From an optimization exercise on the open Yosys and OpenROAD flow, aimed at small area, a short achievable clock period and few clock cycles per item; shortcuts taken in it are not production practice.

Setup of run 4:
Design joystick_axes_to_cursor_motion_unit, start of the top module:
module joystick_axes_to_cursor_motion_unit #(
    parameter int ADC_BITS = jac_pkg::ADC_BITS_DEF
) (
    input  logic                          clk,
    input  logic                          rst_n,
    input  logic                          s_axis_tvalid,
    output logic                          s_axis_tready,
    input  logic [((4*ADC_BITS+8)/8)*8-1:0] s_axis_tdata,
    output logic                          m_axis_tvalid,
    input  logic                          m_axis_tready,
    output logic [jac_pkg::OUT_W-1:0]     m_axis_tdata,
    input  logic                          cfg_we,
    input  logic [2:0]                    cfg_addr,
    input  logic [(ADC_BITS > 8 ? ADC_BITS : 8)-1:0] cfg_data
);
==> flow/config.mk <==
export PLATFORM = sky130hd
export DESIGN_NAME = joystick_axes_to_cursor_motion_unit
export DESIGN_NICKNAME = joystick_axes_to_cursor_motion_unit
export VERILOG_FILES = /design/flow/design.v
export SDC_FILE = /design/flow/constraint.sdc
export NUM_CORES = 4
export LEC_CHECK = 0
export CAP_MARGIN = 20
export CORE_MARGIN = 2
export CORE_UTILIZATION = 55
export CTS_BUF_LIST = sky130_fd_sc_hd__clkbuf_8
export CTS_CLUSTER_SIZE = 40
export SETUP_SLACK_MARGIN = 5.0
export SLEW_MARGIN = 20
==> flow/constraint.sdc <==
create_clock -name core_clock -period 8.0 [get_ports {clk}]
set_input_delay 1.6000 -clock core_clock [delete_from_list [all_inputs] [get_ports {clk}]]
set_output_delay 1.6000 -clock core_clock [all_outputs]
set_load 0.01 [all_outputs]
standard.sh (not shown) runs the stock make flow with config.mk's settings and CLKGATE_MAP_FILE= SYNTH_SCRIPT=/design/flow/synth_recipe.tcl, a recipe that flattens the netlist after the stock synthesis.
==> flow/flow/run.sh <==
#!/bin/bash
# Standard ORFS layout (the standard.sh, standard synthesis unchanged),
# except that the port buffers inserted before global placement are buf_2
# cells instead of the cell buffer_ports picks by default, and clock tree
# synthesis uses clkbuf_8 cells without dummy loads.
set -euo pipefail
export BUFFER_PORTS_ARGS="-buffer_cell sky130_fd_sc_hd__buf_2"
export CTS_ARGS="-sink_clustering_enable -repair_clock_nets -dont_use_dummy_load -buf_list sky130_fd_sc_hd__clkbuf_8 -sink_clustering_size 40"
bash standard.sh finish > standard_finish.log 2>&1
The inputs of run 1 differ from those of run 4 as listed below.
-- flow/design.v --
<<< run 4, line 268
    logic [6:0]  g_s;
    logic [7:0]  g_pp [4];
    always_comb
    begin
>>> run 1, line 268
    logic [6:0]  g_s;
    logic [7:0]  g_pp [4];
    logic [7:0]  g_s1, g_c1, g_s2, g_c2;
    always_comb
    begin
<<< run 4, line 281
            endcase
        end
    end
    logic [6:0] r8_s;
    logic       r8_neg;
    logic [7:0] r8_pp0;
    logic [7:2] r8_pp1;
    logic [7:4] r8_pp2;
    logic [7:6] r8_pp3;
    always_ff @(posedge clk)
    begin
        r8_s   <= g_s;
        r8_neg <= r7_neg;
        r8_pp0 <= g_pp[0];
        r8_pp1 <= g_pp[1][7:2];
        r8_pp2 <= g_pp[2][7:4];
        r8_pp3 <= g_pp[3][7:6];
    end
    assign sat_g = r7_sat;
    logic [7:0] h_pp [4];
    logic [7:0] h_s1, h_c1, h_s2, h_c2;
    always_comb
    begin
        speed = r8_neg ? 8'(-{1'b0, r8_s}) : {1'b0, r8_s};
        neg   = r8_neg;
        h_pp[0] = r8_pp0;
        h_pp[1] = {r8_pp1, 2'b0};
        h_pp[2] = {r8_pp2, 4'b0};
        h_pp[3] = {r8_pp3, 6'b0};
        h_s1 = h_pp[0] ^ h_pp[1] ^ h_pp[2];
        h_c1 = ((h_pp[0] & h_pp[1]) | (h_pp[0] & h_pp[2]) | (h_pp[1] & h_pp[2])) << 1;
        h_s2 = h_s1 ^ h_c1 ^ h_pp[3];
        h_c2 = ((h_s1 & h_c1) | (h_s1 & h_pp[3]) | (h_c1 & h_pp[3])) << 1;
        uprod = h_s2 + h_c2;
    end
endmodule
>>> run 1, line 282
            endcase
        end
        g_s1 = g_pp[0] ^ g_pp[1] ^ g_pp[2];
        g_c1 = ((g_pp[0] & g_pp[1]) | (g_pp[0] & g_pp[2]) | (g_pp[1] & g_pp[2])) << 1;
        g_s2 = g_s1 ^ g_c1 ^ g_pp[3];
        g_c2 = ((g_s1 & g_c1) | (g_s1 & g_pp[3]) | (g_c1 & g_pp[3])) << 1;
    end
    logic [6:0] r8_s;
    logic       r8_neg;
    logic [7:0] r8_us, r8_uc;
    always_ff @(posedge clk)
    begin
        r8_s   <= g_s;
        r8_neg <= r7_neg;
        r8_us  <= g_s2;
        r8_uc  <= g_c2;
    end
    assign sat_g = r7_sat;
    always_comb
    begin
        speed = r8_neg ? 8'(-{1'b0, r8_s}) : {1'b0, r8_s};
        neg   = r8_neg;
        uprod = r8_us + r8_uc;
    end
endmodule
==> run notes <==
- Taking run 4 as the reference, in run 1 multi-input logic cell count dropped 32, share of synthesized area spent on multiplexers barely changed, global-route track usage on met3 dropped 0.22 points.
- Buffers plus inverters on the worst setup path is lower on run 4
- Wire: run 1 routes more than run 4
- Run 1 vs run 4 — area enclosed by the die boundary dropped slightly
- Count of non-CTS buffers in the layout, run 1 and run 4: higher on run 1
- Compare run 1 and run 4 | non-clock buffer area fraction after layout lower: run 4
- The routing usage on met2 of run 1 exceeds that of run 4 by 0.23 points.
- The setup slack of run 1 is smaller than that of run 4.
- Diff run 4 -> run 1: logic depth of the worst setup path including buffers now sits higher.
Function was not checked in any run of this note: the RTL went through the layout flow alone.

## what the ideal ports hide
No port has a modelled driver above. Below, the same layouts with a new extraction and two added sets of constraints. Step 1 (the two cells are an assumption about what drives the block):
set clk [get_ports {clk}]
set_driving_cell -lib_cell sky130_fd_sc_hd__clkbuf_16 $clk
set_driving_cell -lib_cell sky130_fd_sc_hd__buf_2 [delete_from_list [all_inputs] $clk]
Step 2 also shifts input and output timing later by t, the mid clock arrival at the registers, as if the neighbouring blocks saw the same clock. Slacks: ideal ports / drivers / drivers and shift; pairs: ideal ports / drivers.
run	t, ns	setup WS [ns]	worst setup path after step 2	latest minus earliest clock arrival (ns)	worst register clock-pin slew, ns
run 4	0.721	5.009 / 4.952 / 4.441	input to register	0.085 / 0.086	0.06 / 0.06
run 1	0.743	4.543 / 4.543 / 4.521	input to register	0.092 / 0.092	0.06 / 0.06
After both steps setup and hold are still met in every run listed. The setup slack of run 4, which loses most, moves by -0.057 ns with the drivers and by -0.568 ns with both steps.
